This is an optimization exercise on Yosys and OpenROAD, whose aim is small area, a short achievable clock period and few clock cycles, not a production implementation.
Where RTL was checked, it was by simulation tests only, not by an equivalence proof against the original.
For runs 1 and 3, only the layout was checked, not whether the RTL still works.

==> flow/design.v (outline; a module is shown in full before it is edited, if it fits) <==
// module alu: 27 lines
// module mulCsa: 1282 lines
// module armCpu: 188 lines
module armCpu (
	input  logic          clk,
	input  logic          reset,
	input  armPkg::word_t readData,
	output armPkg::word_t memAdr,
	output armPkg::word_t writeData,
	output logic          memWrite
);
  // ...
==> flow/flow/run.sh <==
#!/bin/bash
# The standard layout, with timing repair aiming for setup slack well above zero
# at the design's clock period (the constraints themselves are unchanged), and
# plain buffers on the ports.
set -euo pipefail
bash standard.sh SETUP_SLACK_MARGIN=10 "BUFFER_PORTS_ARGS=-buffer_cell sky130_fd_sc_hd__buf_4" finish > make_finish.log 2>&1
==> flow/standard.sh <==
#!/bin/bash
# synth_recipe.tcl (not shown) runs the flow's synth.tcl, then flattens the netlist and writes it again
# the make line also repeats each setting of config.mk as NAME=value (left out here)
make -C /OpenROAD-flow-scripts/flow DESIGN_CONFIG=/design/flow/config.mk WORK_HOME=/design/flow/orfs CLKGATE_MAP_FILE= SYNTH_SCRIPT=/design/flow/synth_recipe.tcl "${@:-finish}"
==> flow/config.mk <==
export PLATFORM = sky130hd
export DESIGN_NAME = armCpu
export DESIGN_NICKNAME = armCpu
export VERILOG_FILES = /design/flow/design.v
export SDC_FILE = /design/flow/constraint.sdc
export NUM_CORES = 4
export LEC_CHECK = 0
export CAP_MARGIN = 20
export CORE_MARGIN = 2
export CORE_UTILIZATION = 40
export SLEW_MARGIN = 20
export TNS_END_PERCENT = 5
==> flow/constraint.sdc <==
create_clock -name core_clock -period 15.0 [get_ports {clk}]
set_input_delay 3.0000 -clock core_clock [delete_from_list [all_inputs] [get_ports {clk}]]
set_output_delay 3.0000 -clock core_clock [all_outputs]
set_load 0.01 [all_outputs]
==> metrics.md, run 1 <==
| Metric | Value |
|---|---|
| CP max stage delay | approximately 0.54 ns |
| Commonest non-fill, non-tap cell in the layout | nand2_1 |
| First-pass GRT wire length | 341 mm |
| Initial DRC Count | 7756 |
| GRT Overall Usage | 31.5% |
| Die Ht | 385 um |
| Final core occ | 46.6% |
| DRC | 0 |
| Largest area contributor in the netlist | edfxtp_1 |
| Syn Inst Count | 6194 |
| Non-CTS inverters | between 400 and 500 |
| Starting Density | 40.4% |
| Final #Nets | ~6700 |
| Largest cell class | multi-input gates |
| Post-CTS Repair Setup Buffers | 43 |
| Grt peak-use layer | met2 |
| PortBufs | approximately 100 |
| Post-synth EDFFs | slightly above 600 |
| Max cap viols | 0 |
| Cts hold-fix bufs | 0 |
| Total number of vias | 52538 |
| Outcome | timing/DRC/antenna clean |
| Post-place setup slack | 6.59 ns |
| Post-DP HPWL | 163 mm |
| Multi-input gate share of total cell area | between 50% and 60% |
| Clkbuf count | 95 |
| Startpoint types | flop |
| Placed Cells | 7794 |
| Post-CTS resize count | 104 |
| Top cells by count, synth | o21ai_0, nand2_1, edfxtp_1 |
| Layout cells sized above 1 | 17.7% |
| CP Capture Type | flop |
==> module alu, before the edit <==
module alu (
	input  logic [31:0] a,
	input  logic [31:0] b,
	input  logic        isSub,
	input  logic [1:0]  logicSel,  
	output logic [31:0] sum,
	output logic [31:0] result,
	output logic [3:0]  flags
);
	logic [32:0] s;
	logic [31:0] bx;
	logic        zSum;
	assign bx = isSub ? ~b : b;
	assign s = {1'b0, a} + {1'b0, bx} + {32'b0, isSub};
	assign sum = s[31:0];
	assign zSum = ((a ^ bx) == {a[30:0] | bx[30:0], isSub});
	always_comb begin
		case (logicSel)
			2'b00: result = s[31:0];
			2'b01: result = a & b;
			2'b10: result = a | b;
			default: result = a ^ b;
		endcase
	end
	assign flags = {result[31], (logicSel == 2'b00) ? zSum : (result == 32'b0), s[32],
		(a[31] ^ bx[31] ^ 1'b1) & (a[31] ^ s[31])};
endmodule
==> module armCpu, before the edit <==
module armCpu (
	input  logic          clk,
	input  logic          reset,
	input  armPkg::word_t readData,
	output armPkg::word_t memAdr,
	output armPkg::word_t writeData,
	output logic          memWrite
);
	logic [31:0] pcF;         
	logic [31:0] brTarget;    
	logic        phExec;      
	logic        phLoad;      
	logic        phStore;     
	logic        phMul1;      
	logic        phMul2;      
	logic [3:0]  flags;       
	logic [3:0]  cond;
	logic [11:0] imm12;
	logic [3:0]  raIdx, rbIdx, wIdx;
	logic        dIsDp, dIsMul, dIsMem, dIsLoad, dIsBr;
	logic        dUseImm, dIsSub, dSetNZ, dSetCV;
	logic [1:0]  dLogicSel;
	logic [31:0] adrReg;
	logic [31:0] wdReg;
	logic [3:0]  pendIdx;
	logic        pendSetNZ;
	logic [31:0] regFile [0:14];
	logic [1:0] fOp;
	logic       fIsMul;
	assign fOp = readData[27:26];
	assign fIsMul = (fOp == 2'b00) && !readData[25] && (readData[24:21] == 4'b0000)
		&& (readData[7:4] == 4'b1001);
	function automatic logic condHolds(input logic [3:0] c, input logic [3:0] f);
		case (c)
			4'b0000: condHolds = f[2];
			4'b0001: condHolds = !f[2];
			4'b0010: condHolds = f[1];
			4'b0011: condHolds = !f[1];
			4'b0100: condHolds = f[3];
			4'b0101: condHolds = !f[3];
			4'b0110: condHolds = f[0];
			4'b0111: condHolds = !f[0];
			4'b1000: condHolds = f[1] && !f[2];
			4'b1001: condHolds = !(f[1] && !f[2]);
			4'b1010: condHolds = f[3] == f[0];
			4'b1011: condHolds = f[3] != f[0];
			4'b1100: condHolds = !f[2] && (f[3] == f[0]);
			4'b1101: condHolds = !(!f[2] && (f[3] == f[0]));
			4'b1110: condHolds = 1'b1;
			default: condHolds = 1'b0;
		endcase
	endfunction
	logic condEx;       
	logic takenR;       
	logic memPh;        
	logic go, taken, stallStart, fetchEn;
	assign go = phExec && condEx;
	assign taken = takenR;
	assign stallStart = go && (dIsMem || dIsMul);
	assign fetchEn = !(phLoad || phStore || phMul1 || phMul2);
	logic [31:0] pc4, fetchAdr, fetchAdr4, fetchAdr8;
	assign pc4 = pcF + 32'd4;       
	assign fetchAdr = taken ? brTarget : pcF;
	assign fetchAdr4 = fetchAdr + 32'd4;
	assign fetchAdr8 = fetchAdr + 32'd8;
	logic [31:0] ra, rb;
	assign ra = (raIdx == 4'hF) ? pc4 : regFile[raIdx];
	assign rb = (rbIdx == 4'hF) ? pc4 : regFile[rbIdx];
	logic [31:0] srcB, sum, aluResult;
	logic [3:0]  aluFlags;
	assign srcB = dUseImm ? {20'b0, imm12} : rb;
	alu alu_inst (
		.a(ra),
		.b(srcB),
		.isSub(dIsSub),
		.logicSel(dLogicSel),
		.sum(sum),
		.result(aluResult),
		.flags(aluFlags)
	);
	logic [31:0] csSum, csCarry, product;
	logic        productZ;
	mulCsa mulCsa_inst (
		.a(adrReg),
		.b(wdReg),
		.y0(csSum),
		.y1(csCarry)
	);
	assign product = adrReg + wdReg;
	assign productZ = ((adrReg ^ wdReg) == {adrReg[30:0] | wdReg[30:0], 1'b0});
	assign memAdr = taken ? brTarget : (memPh ? adrReg : pcF);
	assign writeData = wdReg;
	logic [3:0] flagsN;
	always_comb begin
		flagsN = flags;
		if (go && dIsDp) begin
			if (dSetNZ) flagsN[3:2] = aluFlags[3:2];
			if (dSetCV) flagsN[1:0] = aluFlags[1:0];
		end
		if (phMul2 && pendSetNZ) flagsN[3:2] = {product[31], productZ};
	end
	logic phExecN, condN, isBrN;
	assign phExecN = (fetchEn && !stallStart) || phLoad || phStore || phMul2;
	assign condN = condHolds(fetchEn ? readData[31:28] : cond, flagsN);
	assign isBrN = fetchEn ? (fOp == 2'b10) : dIsBr;
	always_ff @(posedge clk or posedge reset) begin
		if (reset) begin
			pcF <= '0;
			phExec <= 1'b0;
			phLoad <= 1'b0;
			phStore <= 1'b0;
			phMul1 <= 1'b0;
			phMul2 <= 1'b0;
			memPh <= 1'b0;
			condEx <= 1'b0;
			takenR <= 1'b0;
			flags <= '0;
			memWrite <= 1'b0;
		end else begin
			phExec <= phExecN;
			condEx <= condN;
			takenR <= phExecN && isBrN && condN;
			memPh <= stallStart && dIsMem;
			phLoad <= stallStart && dIsMem && dIsLoad;
			phStore <= stallStart && dIsMem && !dIsLoad;
			memWrite <= stallStart && dIsMem && !dIsLoad;
			phMul1 <= stallStart && dIsMul;
			phMul2 <= phMul1;
			if (fetchEn) pcF <= fetchAdr4;
			flags <= flagsN;
		end
	end
	always_ff @(posedge clk) begin
		if (fetchEn) begin
			cond <= readData[31:28];
			imm12 <= readData[11:0];
			dIsMul <= fIsMul;
			dIsDp <= (fOp == 2'b00) && !fIsMul;
			dIsMem <= (fOp == 2'b01);
			dIsLoad <= readData[20];
			dIsBr <= (fOp == 2'b10);
			raIdx <= fIsMul ? readData[11:8] : readData[19:16];
			rbIdx <= (fOp == 2'b01) ? readData[15:12] : readData[3:0];
			wIdx <= fIsMul ? readData[19:16] : readData[15:12];
			dUseImm <= (fOp == 2'b01) || readData[25];
			dIsSub <= (fOp == 2'b00) && (readData[24:21] == 4'b0010);
			dSetNZ <= readData[20];
			dSetCV <= readData[20] && (readData[24:21] == 4'b0100 || readData[24:21] == 4'b0010);
			case (readData[24:21])
				4'b0000: dLogicSel <= (fOp == 2'b00) ? 2'b01 : 2'b00;
				4'b1100: dLogicSel <= (fOp == 2'b00) ? 2'b10 : 2'b00;
				4'b0001: dLogicSel <= (fOp == 2'b00) ? 2'b11 : 2'b00;
				default: dLogicSel <= 2'b00;
			endcase
			brTarget <= fetchAdr8 + {{6{readData[23]}}, readData[23:0], 2'b00};
		end
		if (stallStart) begin
			adrReg <= dIsMul ? ra : sum;
			wdReg <= rb;
			pendIdx <= wIdx;
			pendSetNZ <= dSetNZ;
		end
		if (phMul1) begin
			adrReg <= csSum;
			wdReg <= csCarry;
		end
	end
	logic        rfWe;
	logic [3:0]  rfWa;
	logic [31:0] rfWd;
	always_comb begin
		rfWe = go && dIsDp;
		rfWa = wIdx;
		rfWd = aluResult;
		if (phLoad) begin
			rfWe = 1'b1;
			rfWa = pendIdx;
			rfWd = readData;
		end else if (phMul2) begin
			rfWe = 1'b1;
			rfWa = pendIdx;
			rfWd = product;
		end
	end
	always_ff @(posedge clk) begin
		if (rfWe && rfWa != 4'hF) regFile[rfWa] <= rfWd;
	end
endmodule
==> inputs of run 2 (changes only) <==
--- a/flow/design.v
+++ b/flow/design.v
@@ -24,17 +24,34 @@
 `timescale 1ns/100ps
 `default_nettype none
 module alu (
-	input  logic [31:0] a,
-	input  logic [31:0] b,
+	input  logic [14:0][31:0] rf,
+	input  logic [31:0] pc4,        
+	input  logic [15:0] raSel,      
+	input  logic [15:0] rbSel,      
+	input  logic [11:0] imm12,
+	input  logic        useImm,
 	input  logic        isSub,
-	input  logic [1:0]  logicSel,  
+	input  logic [1:0]  logicSel,   
+	output logic [31:0] ra,
+	output logic [31:0] rb,
 	output logic [31:0] sum,
 	output logic [31:0] result,
 	output logic [3:0]  flags
 );
+	always_comb begin
+		ra = pc4 & {32{raSel[15]}};
+		rb = pc4 & {32{rbSel[15]}};
+		for (int k = 0; k < 15; k++) begin
+			ra = ra | (rf[k] & {32{raSel[k]}});
+			rb = rb | (rf[k] & {32{rbSel[k]}});
+		end
+	end
+	logic [31:0] a, b;
 	logic [32:0] s;
 	logic [31:0] bx;
 	logic        zSum;
+	assign a = ra;
+	assign b = useImm ? {20'b0, imm12} : rb;
 	assign bx = isSub ? ~b : b;
 	assign s = {1'b0, a} + {1'b0, bx} + {32'b0, isSub};
 	assign sum = s[31:0];
@@ -1348,6 +1365,7 @@
 );
 	logic [31:0] pcF;         
 	logic [31:0] brTarget;    
+	logic [31:0] pc8;         
 	logic        phExec;      
 	logic        phLoad;      
 	logic        phStore;     
@@ -1356,7 +1374,8 @@
 	logic [3:0]  flags;       
 	logic [3:0]  cond;
 	logic [11:0] imm12;
-	logic [3:0]  raIdx, rbIdx, wIdx;
+	logic [15:0] raSel, rbSel;    
+	logic [3:0]  wIdx;
 	logic        dIsDp, dIsMul, dIsMem, dIsLoad, dIsBr;
 	logic        dUseImm, dIsSub, dSetNZ, dSetCV;
 	logic [1:0]  dLogicSel;
@@ -1364,7 +1383,7 @@
 	logic [31:0] wdReg;
 	logic [3:0]  pendIdx;
 	logic        pendSetNZ;
-	logic [31:0] regFile [0:14];
+	logic [14:0][31:0] regFile;
 	logic [1:0] fOp;
 	logic       fIsMul;
 	assign fOp = readData[27:26];
@@ -1398,22 +1417,23 @@
 	assign taken = takenR;
 	assign stallStart = go && (dIsMem || dIsMul);
 	assign fetchEn = !(phLoad || phStore || phMul1 || phMul2);
-	logic [31:0] pc4, fetchAdr, fetchAdr4, fetchAdr8;
-	assign pc4 = pcF + 32'd4;       
+	logic [31:0] fetchAdr, fetchAdr4, fetchAdr8;
 	assign fetchAdr = taken ? brTarget : pcF;
 	assign fetchAdr4 = fetchAdr + 32'd4;
 	assign fetchAdr8 = fetchAdr + 32'd8;
-	logic [31:0] ra, rb;
-	assign ra = (raIdx == 4'hF) ? pc4 : regFile[raIdx];
-	assign rb = (rbIdx == 4'hF) ? pc4 : regFile[rbIdx];
-	logic [31:0] srcB, sum, aluResult;
+	logic [31:0] ra, rb, sum, aluResult;
 	logic [3:0]  aluFlags;
-	assign srcB = dUseImm ? {20'b0, imm12} : rb;
 	alu alu_inst (
-		.a(ra),
-		.b(srcB),
+		.rf(regFile),
+		.pc4(pc8),
+		.raSel(raSel),
+		.rbSel(rbSel),
+		.imm12(imm12),
+		.useImm(dUseImm),
 		.isSub(dIsSub),
 		.logicSel(dLogicSel),
+		.ra(ra),
+		.rb(rb),
 		.sum(sum),
 		.result(aluResult),
 		.flags(aluFlags)
@@ -1479,8 +1499,8 @@
 			dIsMem <= (fOp == 2'b01);
 			dIsLoad <= readData[20];
 			dIsBr <= (fOp == 2'b10);
-			raIdx <= fIsMul ? readData[11:8] : readData[19:16];
-			rbIdx <= (fOp == 2'b01) ? readData[15:12] : readData[3:0];
+			raSel <= 16'b1 << (fIsMul ? readData[11:8] : readData[19:16]);
+			rbSel <= 16'b1 << ((fOp == 2'b01) ? readData[15:12] : readData[3:0]);
 			wIdx <= fIsMul ? readData[19:16] : readData[15:12];
 			dUseImm <= (fOp == 2'b01) || readData[25];
 			dIsSub <= (fOp == 2'b00) && (readData[24:21] == 4'b0010);
@@ -1492,6 +1512,7 @@
 				4'b0001: dLogicSel <= (fOp == 2'b00) ? 2'b11 : 2'b00;
 				default: dLogicSel <= 2'b00;
 			endcase
+			pc8 <= fetchAdr8;
 			brTarget <= fetchAdr8 + {{6{readData[23]}}, readData[23:0], 2'b00};
 		end
 		if (stallStart) begin
@@ -1523,7 +1544,9 @@
 		end
 	end
 	always_ff @(posedge clk) begin
-		if (rfWe && rfWa != 4'hF) regFile[rfWa] <= rfWd;
+		for (int k = 0; k < 15; k++) begin
+			if (rfWe && rfWa == 4'(k)) regFile[k] <= rfWd;
+		end
 	end
 endmodule
 `default_nettype wire
==> metrics.md, run 2 <==
| Metric | Value |
|---|---|
| Initial antenna violation count | 12 (was 13) |
| Syn Inst Count | 6354 (was 6194) |
| H-tree depth | 3 (unchanged) |
| Total number of vias | 55659 (was 52538) |
| Period utilization | 38.5% (was 43.5%) |
| Biggest register | regFile (unchanged) |
| Largest net degree at the start of global routing | 102 (was 78) |
| WHS | 0.469 ns (was 0.444 ns) |
| Worst path buffer plus inverter count | 2 (was 4) |
| Layout area overhead | 16.2% (was 15.4%) |
| Most frequent cells in the layout | edfxtp_1, a21oi_1, o21ai_0 (was nand2_1, o21ai_0, edfxtp_1) |
| Num ports | 99 (unchanged) |
| Most frequent cell after synthesis | edfxtp_1 (was o21ai_0) |
| Register area share after synthesis | 37.2% (was 34.0%) |
| CP Capture Type | flop (unchanged) |
| Reg2reg start | raSel[7] |
| Gr ovfl total | 0 (unchanged) |
| Hold Path Class | flop to flop (unchanged) |
| Fin area | 0.0663 mm2 (was 0.0672 mm2) |
| First-pass GRT wire length | 378 mm (was 341 mm) |
| Number of distinct library cells after synthesis | 91 (was 79) |
| FP Rows | 138 (was 139) |
| Top cells by count, synth | edfxtp_1, a21oi_1, o21ai_0 (was o21ai_0, nand2_1, edfxtp_1) |
| Routed wire per std cell | 33.1 um (was 30.5 um) |
| Mapped Nets | 6825 (was 6693) |
| Post-synth top flop | edfxtp_1 (unchanged) |
| Largest family of logic cells by synthesized area | compound AO/OA/AOI/OAI gates (unchanged) |
| Vias/cell | 6.70 (was 6.46) |
| Adder-cell share of the synthesized area | 12.1% (was 12.5%) |
| Worst-path cell chain | buf_6 -> a22o_1 -> a221oi_1 -> nand3_1 -> nor2_1 -> inv_1 -> ha_1 -> nand3_2 -> o211a_4 -> o211ai_4 -> nand2_1 -> o21ai_0 -> a2111oi_0 -> nor3_1 -> a21oi_1 -> nand3_1 -> nor4_1 -> and4b_1 -> a21bo_4 -> nor4_4 -> nor4_4 -> o31ai_2 |
| DRC | 0 (unchanged) |
| Initial DRC Count | 8978 (was 7756) |
| Hold wc startpoint | dIsBr (unchanged) |
| Kind of critical path | flop to flop (unchanged) |
| Placed Cells | 7960 (was 7794) |
| Max cap viols | 0 (unchanged) |
| Crit-path slowest cell | nor2_1 (was mux4_2) |
| Die Wd | 382 um (was 385 um) |
| GRT Overall Usage | 35.9% (was 31.5%) |
| Final #Nets | 6825 (was 6671) |
| Required @ worst endpoint | 15.56 ns (was 15.53 ns) |
| Non-filler cells, final | 8307 (was 8139) |
| Pins Over Slew Limit | 0 (unchanged) |
| Largest area contributor in the netlist | edfxtp_1 (unchanged) |
| Multiplexer share of the synthesized area | 2.12% (was 12.6%) |
| Clock sinks | 717 (was 671) |
| Starting Density | 40.3% (was 40.4%) |
| Antenna-violating nets left | 0 (unchanged) |
| Slew Limit Headroom | 23.8% (was 22.4%) |
| Worst-path clk slew | 0.06 ns (was 0.07 ns) |
| Peak Freq | 173 MHz (was 153 MHz) |
| Crit Path Max Fanout | 32 (was 5) |
| Post-DP HPWL | 177 mm (was 163 mm) |
| Root Buffer | clkbuf_16 (unchanged) |
| Vias in the first global route | 50671 (was 47781) |
| Commonest non-fill, non-tap cell in the layout | edfxtp_1 (was nand2_1) |
| Synth warn | 2 (unchanged) |
| Clock skew | 0.0451 ns (was 0.0375 ns) |
| Tmin final | 5.77 ns (was 6.53 ns) |
| Max reg flops | 480 (unchanged) |
| Final setup vio count | 0 (unchanged) |
| Post-synth EDFFs | 667 (was 613) |
| RSZ-0062 raised after global routing | true (unchanged) |
| Synth Register Bits | 717 (was 671) |
| Final-report hold violation count | 0 (unchanged) |
| Die Area | 0.146 mm2 (was 0.149 mm2) |
| Core Box Area | 0.142 mm2 (was 0.144 mm2) |
| CP max stage delay | 0.50 ns (was 0.54 ns) |
| Die Ht | 382 um (was 385 um) |
| Mean Syn Cell Area | 8.98 um2 (was 9.40 um2) |
| Ys async rst share | 6.14% (was 6.56%) |
| Max Root-Sink Buffers | 3 (unchanged) |
| CTS tree | built (unchanged) |
| Worst-Margin Slew | 1.13 ns (was 1.16 ns) |
| Synth top area share | 35.1% (was 31.6%) |
| Crit. Startpoint | raSel[7] |
| 1st-pass router iterations | 9 (unchanged) |
| CTS Buf Count | 76 (unchanged) |
| CP Depth | 22 (was 25) |
| CP delay by family, top | compound AO/OA/AOI/OAI gates (unchanged) |
| Worst Path Arrival | 6.33 ns (was 7.06 ns) |
| PortBufs | 98 (unchanged) |
| Netlist Area Pre-Place | 0.0571 mm2 (was 0.0582 mm2) |
| Final RePlAce weighted congestion | 1.01 (about the same) |
| Clock Latency Late Sink | 0.70 ns (was 0.66 ns) |
| Simple-Gate Fraction of Synth Area | 12.0% (was 10.8%) |
| Layout cells sized above 1 | 14.7% (was 17.7%) |
| Placed cell area | 0.0597 mm2 (was 0.0607 mm2) |
| Routed wire length | 275 mm (was 248 mm) |
| Startpoint types | flop (unchanged) |
| Outcome | timing/DRC/antenna clean (unchanged) |
| Hold Path Stages | 2 (unchanged) |
| Top cells by area, synth | edfxtp_1, fa_1, a21oi_1, ha_1, o21ai_0 (was edfxtp_1, mux4_2, fa_1, ha_1, o21ai_0) |
| Cells on worst reg2reg path | 22 (was 25) |
| Post-Synth XOR/XNOR Area | 4.93% (was 4.45%) |
| Setup TNS | 0 ns (unchanged) |
| Compound-Gate Fraction of Synth Area | 25.2% (was 19.2%) |
==> run 2: cell count changes after synthesis, moves of 54 or more <==
cell	before	now
a22oi_1	60	370
nand2_1	662	473
nor2_1	348	465
nand3_1	173	271
o21ai_0	687	591
mux4_2	255	6
edfxtp_1	613	667
a221oi_1	30	129
a22o_1	18	98
==> run 2: stage by stage <==
step | util (%) | setup WS (ns)
finish | 46.8 | 9.23
global route | 46.8 | 9.15
floorplan | - | 9.31
CTS | 46.2 | 9.41
detailed placement | 42.1 | 8.34
global placement | 42.1 | 8.34
==> run 2: cell families (layout without fill, tap and decap cells) <==
group | after synthesis | after routing
simple gates | 1524 | 1525
flops | 717 | 717
compound gates | 2277 | 2277
fa+ha+maj | 440 | 440
other cells | 0 | 3
buf+inv | 963 | 1022
mux | 112 | 112
xor+xnor | 321 | 321
==> run 2: what timing repair did <==
action                                  4_1_cts  5_1_grt
cloned                                       18        7
endpoints found under the setup margin      534      439
pin swaps                                    67       29
buffers inserted                            135       46
resized for setup                           403       91
hold buffers                                  0        0
==> run 2: worst paths after layout <==
kind	end	slack, ns
worst min-delay path	dIsBr	0.47
worst min register to register	dIsBr	0.47
worst max register to register	takenR	9.23
max in group asynchronous	takenR	11.79
min in group asynchronous	pcF[30]	2.57
worst max-delay path	takenR	9.23
==> run 2: worst reg2reg max path, stage by stage, from the launching register on <==
cell and delay [ns]:
edfxtp_1 0.38, buf_6 0.23, a22o_1 0.38, a221oi_1 0.22
nand3_1 0.11, nor2_1 0.50, inv_1 0.18, ha_1 0.37
nand3_2 0.11, o211a_4 0.30, o211ai_4 0.25, nand2_1 0.13
o21ai_0 0.39, a2111oi_0 0.19, nor3_1 0.39, a21oi_1 0.18
nand3_1 0.15, nor4_1 0.05, and4b_1 0.25, a21bo_4 0.26
nor4_4 0.30, nor4_4 0.08, o31ai_2 0.26
==> run 2: layout make-up <==
type                    count  area (um2)
fillers                 13228       75300
multi-input cells        4675       33800
flip-flops and latches    717       21300
repair buffers            477        4700
well taps                1890        2360
clock buffers              90        2030
inverters                 404        1630
clock inverters            48         504
repair inverters            3        17.5
diodes                      3        7.51
==> run 2: routing by layer <==
layer | GRT usage [%] | wire (um) | part of all wire (%) | up-vias
met4 | 24.5 | 23700 | 8.6 | 8
met5 | 0.694 | 174 | 0.063 | -
met3 | 10.3 | 37700 | 14 | 1134
met1 | 45.8 | 98900 | 36 | 26717
li1 | - | - | - | 23341
met2 | 52.5 | 114000 | 42 | 4459
Testbench counts of run 2, summed over its fixed seeds: cycles 16,953.
==> inputs of run 3 (changes only) <==
--- a/flow/design.v
+++ b/flow/design.v
@@ -25,22 +25,30 @@
 `default_nettype none
 module alu (
 	input  logic [14:0][31:0] rf,
-	input  logic [31:0] pc4,        
+	input  logic [31:0] pc8,        
 	input  logic [15:0] raSel,      
 	input  logic [15:0] rbSel,      
 	input  logic [11:0] imm12,
 	input  logic        useImm,
 	input  logic        isSub,
 	input  logic [1:0]  logicSel,   
+	input  logic [3:0]  flags,      
+	input  logic        wrNZ,       
+	input  logic        wrCV,       
+	input  logic        mulWr,      
+	input  logic        mulN,
+	input  logic        mulZ,
+	input  logic [3:0]  condNext,   
 	output logic [31:0] ra,
 	output logic [31:0] rb,
 	output logic [31:0] sum,
 	output logic [31:0] result,
-	output logic [3:0]  flags
+	output logic [3:0]  flagsN,
+	output logic        condN       
 );
 	always_comb begin
-		ra = pc4 & {32{raSel[15]}};
-		rb = pc4 & {32{rbSel[15]}};
+		ra = pc8 & {32{raSel[15]}};
+		rb = pc8 & {32{rbSel[15]}};
 		for (int k = 0; k < 15; k++) begin
 			ra = ra | (rf[k] & {32{raSel[k]}});
 			rb = rb | (rf[k] & {32{rbSel[k]}});
@@ -64,8 +72,56 @@
 			default: result = a ^ b;
 		endcase
 	end
-	assign flags = {result[31], (logicSel == 2'b00) ? zSum : (result == 32'b0), s[32],
-		(a[31] ^ bx[31] ^ 1'b1) & (a[31] ^ s[31])};
+	always_comb begin
+		flagsN = flags;
+		if (wrNZ) flagsN[3:2] = {result[31], (logicSel == 2'b00) ? zSum : (result == 32'b0)};
+		if (wrCV) flagsN[1:0] = {s[32], (a[31] ^ bx[31] ^ 1'b1) & (a[31] ^ s[31])};
+		if (mulWr) flagsN[3:2] = {mulN, mulZ};
+	end
+	logic n, z, c, v;
+	assign {n, z, c, v} = flagsN;
+	always_comb begin
+		case (condNext)
+			4'b0000: condN = z;
+			4'b0001: condN = !z;
+			4'b0010: condN = c;
+			4'b0011: condN = !c;
+			4'b0100: condN = n;
+			4'b0101: condN = !n;
+			4'b0110: condN = v;
+			4'b0111: condN = !v;
+			4'b1000: condN = c && !z;
+			4'b1001: condN = !(c && !z);
+			4'b1010: condN = n == v;
+			4'b1011: condN = n != v;
+			4'b1100: condN = !z && (n == v);
+			4'b1101: condN = !(!z && (n == v));
+			4'b1110: condN = 1'b1;
+			default: condN = 1'b0;
+		endcase
+	end
+endmodule
+`default_nettype wire
+`timescale 1ns/100ps
+`default_nettype none
+module add32 (
+	input  logic [31:0] a,
+	input  logic [31:0] b,
+	output logic [31:0] y,
+	output logic        zero
+);
+	assign y = a + b;
+	assign zero = ((a ^ b) == {a[30:0] | b[30:0], 1'b0});
+endmodule
+`default_nettype wire
+`timescale 1ns/100ps
+`default_nettype none
+module brAdd (
+	input  logic [31:0] base,    
+	input  logic [23:0] off,
+	output logic [31:0] target
+);
+	assign target = base + {{6{off[23]}}, off, 2'b00};
 endmodule
 `default_nettype wire
 `timescale 1ns/100ps
@@ -1389,26 +1445,6 @@
 	assign fOp = readData[27:26];
 	assign fIsMul = (fOp == 2'b00) && !readData[25] && (readData[24:21] == 4'b0000)
 		&& (readData[7:4] == 4'b1001);
-	function automatic logic condHolds(input logic [3:0] c, input logic [3:0] f);
-		case (c)
-			4'b0000: condHolds = f[2];
-			4'b0001: condHolds = !f[2];
-			4'b0010: condHolds = f[1];
-			4'b0011: condHolds = !f[1];
-			4'b0100: condHolds = f[3];
-			4'b0101: condHolds = !f[3];
-			4'b0110: condHolds = f[0];
-			4'b0111: condHolds = !f[0];
-			4'b1000: condHolds = f[1] && !f[2];
-			4'b1001: condHolds = !(f[1] && !f[2]);
-			4'b1010: condHolds = f[3] == f[0];
-			4'b1011: condHolds = f[3] != f[0];
-			4'b1100: condHolds = !f[2] && (f[3] == f[0]);
-			4'b1101: condHolds = !(!f[2] && (f[3] == f[0]));
-			4'b1110: condHolds = 1'b1;
-			default: condHolds = 1'b0;
-		endcase
-	endfunction
 	logic condEx;       
 	logic takenR;       
 	logic memPh;        
@@ -1422,10 +1458,13 @@
 	assign fetchAdr4 = fetchAdr + 32'd4;
 	assign fetchAdr8 = fetchAdr + 32'd8;
 	logic [31:0] ra, rb, sum, aluResult;
-	logic [3:0]  aluFlags;
+	logic [3:0]  flagsN;
+	logic        condN;
+	logic [31:0] csSum, csCarry, product;
+	logic        productZ;
 	alu alu_inst (
 		.rf(regFile),
-		.pc4(pc8),
+		.pc8(pc8),
 		.raSel(raSel),
 		.rbSel(rbSel),
 		.imm12(imm12),
@@ -1435,33 +1474,39 @@
 		.ra(ra),
 		.rb(rb),
 		.sum(sum),
+		.flags(flags),
+		.wrNZ(go && dIsDp && dSetNZ),
+		.wrCV(go && dIsDp && dSetCV),
+		.mulWr(phMul2 && pendSetNZ),
+		.mulN(product[31]),
+		.mulZ(productZ),
+		.condNext(fetchEn ? readData[31:28] : cond),
 		.result(aluResult),
-		.flags(aluFlags)
+		.flagsN(flagsN),
+		.condN(condN)
 	);
-	logic [31:0] csSum, csCarry, product;
-	logic        productZ;
 	mulCsa mulCsa_inst (
 		.a(adrReg),
 		.b(wdReg),
 		.y0(csSum),
 		.y1(csCarry)
 	);
-	assign product = adrReg + wdReg;
-	assign productZ = ((adrReg ^ wdReg) == {adrReg[30:0] | wdReg[30:0], 1'b0});
+	add32 add32_inst (
+		.a(adrReg),
+		.b(wdReg),
+		.y(product),
+		.zero(productZ)
+	);
+	logic [31:0] brNext;
+	brAdd brAdd_inst (
+		.base(fetchAdr8),
+		.off(readData[23:0]),
+		.target(brNext)
+	);
 	assign memAdr = taken ? brTarget : (memPh ? adrReg : pcF);
 	assign writeData = wdReg;
-	logic [3:0] flagsN;
-	always_comb begin
-		flagsN = flags;
-		if (go && dIsDp) begin
-			if (dSetNZ) flagsN[3:2] = aluFlags[3:2];
-			if (dSetCV) flagsN[1:0] = aluFlags[1:0];
-		end
-		if (phMul2 && pendSetNZ) flagsN[3:2] = {product[31], productZ};
-	end
-	logic phExecN, condN, isBrN;
+	logic phExecN, isBrN;
 	assign phExecN = (fetchEn && !stallStart) || phLoad || phStore || phMul2;
-	assign condN = condHolds(fetchEn ? readData[31:28] : cond, flagsN);
 	assign isBrN = fetchEn ? (fOp == 2'b10) : dIsBr;
 	always_ff @(posedge clk or posedge reset) begin
 		if (reset) begin
@@ -1513,7 +1558,7 @@
 				default: dLogicSel <= 2'b00;
 			endcase
 			pc8 <= fetchAdr8;
-			brTarget <= fetchAdr8 + {{6{readData[23]}}, readData[23:0], 2'b00};
+			brTarget <= brNext;
 		end
 		if (stallStart) begin
 			adrReg <= dIsMul ? ra : sum;
--- a/flow/config.mk
+++ b/flow/config.mk
@@ -9,4 +9,5 @@
 export CORE_MARGIN = 2
 export CORE_UTILIZATION = 40
 export SLEW_MARGIN = 20
+export SYNTH_HIERARCHICAL = 1
 export TNS_END_PERCENT = 5
==> metrics.md, run 3 <==
| Metric | Value |
|---|---|
| Vias in the first global route | 48784 (was 50671) |
| Hold wc startpoint | dIsBr (unchanged) |
| Total number of vias | 53534 (was 55659) |
| Worst-Margin Slew | 1.17 ns (was 1.13 ns) |
| Worst reg2reg setup slack | 8.92 ns (was 9.23 ns) |
| Startpoint types | flop (unchanged) |
| Setup TNS | 0 ns (unchanged) |
| Worst-path clk slew | 0.07 ns (was 0.06 ns) |
| Layout cells sized above 1 | 16.8% (was 14.7%) |
| Slew Limit Headroom | 22.0% (was 23.8%) |
| CTS tree | built (unchanged) |
| Final RePlAce weighted congestion | 1.02 (was 1.01) |
| Crit Path Max Fanout | 8 (was 32) |
| CP max stage delay | 0.59 ns (was 0.50 ns) |
| Cts hold-fix bufs | 0 (unchanged) |
| CTS Buf Count | 77 (was 76) |
| Clock skew | 0.0351 ns (was 0.0451 ns) |
| Peak Freq | 165 MHz (was 173 MHz) |
| Reg2reg start | rbSel[11] (was raSel[7]) |
| Core Box Area | 0.143 mm2 (was 0.142 mm2) |
| Worst path buffer plus inverter count | 3 (was 2) |
| Max cap viols | 0 (unchanged) |
| 1st-pass router iterations | 8 (was 9) |
| M2 GR Usage | 48.4% (was 52.5%) |
| Hold Path Stages | 2 (unchanged) |
| Most frequent cells in the layout | edfxtp_1, nand2_1, a22oi_1 (was edfxtp_1, a21oi_1, o21ai_0) |
| Die Area | 0.147 mm2 (was 0.146 mm2) |
| Layout area overhead | 16.4% (was 16.2%) |
| Synth top area share | 35.0% (was 35.1%) |
| Final-report hold violation count | 0 (unchanged) |
| Die Ht | 383 um (was 382 um) |
| Mapped Nets | 6519 (was 6825) |
| Required @ worst endpoint | 15.58 ns (was 15.56 ns) |
| Register area share after synthesis | 37.1% (was 37.2%) |
| Post-synth top flop | edfxtp_1 (unchanged) |
| Fin area | 0.0670 mm2 (was 0.0663 mm2) |
| Grt peak-use layer | met2 (unchanged) |
| Post-DP HPWL | 162 mm (was 177 mm) |
| H-tree depth | 3 (unchanged) |
| Ys async rst share | 6.12% (was 6.14%) |
| GRT Overall Usage | 33.6% (was 35.9%) |
| Antenna-violating nets left | 0 (unchanged) |
| Period utilization | 40.5% (was 38.5%) |
| Synth warn | 8 (was 2) |
| Kind of critical path | flop to flop (unchanged) |
| RSZ-0062 raised after global routing | true (unchanged) |
| Biggest register | regFile (unchanged) |
| GRT met3 Usage | 8.02% (was 10.3%) |
| Tmin final | 6.08 ns (was 5.77 ns) |
| Mean Syn Cell Area | 9.51 um2 (was 8.98 um2) |
| Initial antenna violation count | 14 (was 12) |
| Routed wire per std cell | 31.9 um (was 33.1 um) |
| CP Capture Type | flop (unchanged) |
| Met1 global-route usage | 44.6% (was 45.8%) |
| Root Buffer | clkbuf_16 (unchanged) |
| FP Rows | 139 (was 138) |
| DRC | 0 (unchanged) |
| Final #Nets | 6529 (was 6825) |
| Clock Latency Late Sink | 0.70 ns (about the same) |
| First-pass GRT wire length | 358 mm (was 378 mm) |
| Max reg flops | 480 (unchanged) |
| Largest area contributor in the netlist | edfxtp_1 (unchanged) |
| Hold Path End | dIsBr (unchanged) |
| Die Wd | 383 um (was 382 um) |
| Max Root-Sink Buffers | 3 (unchanged) |
| Crit-path slowest cell | or4_4 (was nor2_1) |
| Worst Path Arrival | 6.66 ns (was 6.33 ns) |
| Gr ovfl total | 0 (unchanged) |
| Hold Path Class | flop to flop (unchanged) |
| Number of distinct library cells after synthesis | 127 (was 91) |
| Num ports | 99 (unchanged) |
| Commonest non-fill, non-tap cell in the layout | edfxtp_1 (unchanged) |
| Cells on worst reg2reg path | 23 (was 22) |
| CP delay by family, top | simple AND/OR/NAND/NOR gates (was compound AO/OA/AOI/OAI gates) |
| Largest net degree at the start of global routing | 91 (was 102) |
| Placed cell area | 0.0595 mm2 (was 0.0597 mm2) |
| Synth Register Bits | 719 (was 717) |
| Worst-path cell chain | buf_12 -> buf_4 -> a22o_1 -> a221oi_2 -> nand4_1 -> buf_6 -> mux2_4 -> xor2_4 -> ha_4 -> o211ai_1 -> a21oi_4 -> nor2_4 -> o31a_1 -> o21bai_1 -> xor2_1 -> mux4_2 -> nor4_4 -> nor4b_2 -> nand4b_1 -> o31ai_4 -> mux2_4 -> or4_4 -> and3_4 (was buf_6 -> a22o_1 -> a221oi_1 -> nand3_1 -> nor2_1 -> inv_1 -> ha_1 -> nand3_2 -> o211a_4 -> o211ai_4 -> nand2_1 -> o21ai_0 -> a2111oi_0 -> nor3_1 -> a21oi_1 -> nand3_1 -> nor4_1 -> and4b_1 -> a21bo_4 -> nor4_4 -> nor4_4 -> o31ai_2) |
| Pins Over Slew Limit | 0 (unchanged) |
| Initial DRC Count | 9306 (was 8978) |
| Crit path top cell by count | mux2_4 |
| Top cells by count, synth | edfxtp_1, nand2_1, a22oi_1 (was edfxtp_1, a21oi_1, o21ai_0) |
| Most frequent cell after synthesis | edfxtp_1 (unchanged) |
| Starting Density | 40.2% (was 40.3%) |
| Final setup vio count | 0 (unchanged) |
| Routed wire length | 256 mm (was 275 mm) |
| Syn Inst Count | 6048 (was 6354) |
| Post-synth EDFFs | 670 (was 667) |
| Worst R2R End | takenR (unchanged) |
| Netlist Area Pre-Place | 0.0575 mm2 (was 0.0571 mm2) |
| PortBufs | 98 (unchanged) |
| Top cells by area, synth | edfxtp_1, fa_1, a22oi_1, ha_1, nand2_1 (was edfxtp_1, fa_1, a21oi_1, ha_1, o21ai_0) |
| Vias/cell | 6.67 (was 6.70) |
| Outcome | timing/DRC/antenna clean (unchanged) |
| Clock sinks | 719 (was 717) |
==> run 3: cell count changes after synthesis, sizes merged, moves of 95 or more <==
cell and delta:
nor2 -102, a22oi +134, o21ai -258, nand3 -157
a21oi -268, o211ai -95, nand2 +101
==> run 3: layout make-up <==
cell class	count	area, um2
fill	13216	76200
multi-input combinational	4322	33700
sequential	719	21300
timing repair buffer	524	5470
tap	1903	2380
clock buffer	103	2060
inverter	414	1580
clock inverter	38	425
antenna	6	15.0
==> run 3: per-module statistics from Yosys (local to each module, per instance) <==
module  times used  cell area, um2  flip-flops and latches  cells inside
brAdd            1            1610                       0           218
mulCsa           1           14800                       0          2182
alu              1           11300                       0          1656
armCpu           1           27000                     719          1612
add32            1            2820                       0           380
==> run 3: worst max path at each step <==
| stage | end | cells past startpoint | from |
|---|---|---|---|
| floorplan | wdReg[31] | 22 | wdReg[5] |
| global placement | takenR | 21 | rbSel[2] |
| detailed placement | takenR | 21 | rbSel[2] |
| CTS | takenR | 23 | rbSel[2] |
| global route | takenR | 24 | rbSel[15] |
| finish | takenR | 23 | rbSel[11] |
==> run 3: worst reg2reg max path, stage by stage, from the launching register on <==
cell and delay [ns]:
edfxtp_1 0.45, buf_12 0.18, buf_4 0.14, a22o_1 0.22, a221oi_2 0.18, nand4_1 0.13
buf_6 0.17, mux2_4 0.30, xor2_4 0.18, ha_4 0.34, o211ai_1 0.12, a21oi_4 0.21
nor2_4 0.05, o31a_1 0.35, o21bai_1 0.20, xor2_1 0.12, mux4_2 0.53, nor4_4 0.30
nor4b_2 0.25, nand4b_1 0.17, o31ai_4 0.30, mux2_4 0.33, or4_4 0.59, and3_4 0.17
==> run 3: stage by stage <==
step | hold slack (ns) | std cells | util [%] | setup slack (ns)
2_1_floorplan | 0.352 | 6048 | - | 9.60
3_3_place_gp | 0.447 | 7620 | 41.5 | 8.14
3_5_place_dp | 0.442 | 7623 | 41.6 | 8.11
4_1_cts | 0.466 | 7955 | 46.0 | 9.18
5_1_grt | 0.494 | 8023 | 46.8 | 8.84
6_report | 0.479 | 8029 | 46.8 | 8.92
==> run 3: metal layers <==
metal  wire, um  part of all wire, %  vias to the layer above
li1           -                    -                    22243
met1      95200                   37                    25862
met2     106000                   41                     4398
met3      33900                   13                     1017
met4      21100                  8.2                       14
met5        153                0.060                        -
==> run 3: kinds of logic (layout without fill, tap and decap cells) <==
group	Yosys count	in the layout	synth area share, %
mux	210	210	3.98
compound gates	1841	1841	22.0
flops	719	719	37.1
other cells	1	7	0.00652
simple gates	1499	1499	12.5
fa+ha+maj	484	484	12.8
buf+inv	1007	1079	7.28
xor+xnor	287	287	4.44
==> run 3: repair_timing <==
| action | in CTS | in global routing |
|---|---|---|
| endpoints found under the setup margin | 489 | 372 |
| gates cloned | 27 | 7 |
| pin swaps | 116 | 39 |
| gates resized for setup | 405 | 87 |
| buffers inserted | 164 | 61 |

[port drivers added, routing unchanged]
The results above use ideal ports. As a check the final layouts listed here were re-extracted and re-timed, cells and wires unchanged. Step 1 sets driving cells, clkbuf_16 on the clock port and buf_2 on the other inputs (assumed; they add their load-dependent delay and slew). Step 2 moves the port delays by t, midway between the first and last clock arrival at a register: inputs arrive t later, outputs are due t later. That takes back most of the time a late clock gives input paths. a / b / c = ideal / step 1 / step 2; a / b = the first two.
| run | shift t [ns] | slack for setup (ns) | worst setup path after step 2 | slew at the worst register clock pin (ns) | worst data-port slew with drivers (ns) |
|---|---|---|---|---|---|
| run 1 | 0.720 | 8.471 / 8.471 / 8.174 | input to register | 0.07 / 0.07 | 0.12 |
| run 2 | 0.752 | 9.226 / 9.226 / 8.787 | input to register | 0.07 / 0.07 | 0.22 |
| run 3 | 0.758 | 8.924 / 8.924 / 8.924 | register to register | 0.07 / 0.07 | 0.04 |
After both steps every run listed still meets setup and hold. For run 2, which loses most, drivers alone change the setup slack by 0.000 ns; drivers and shift together by -0.439 ns.
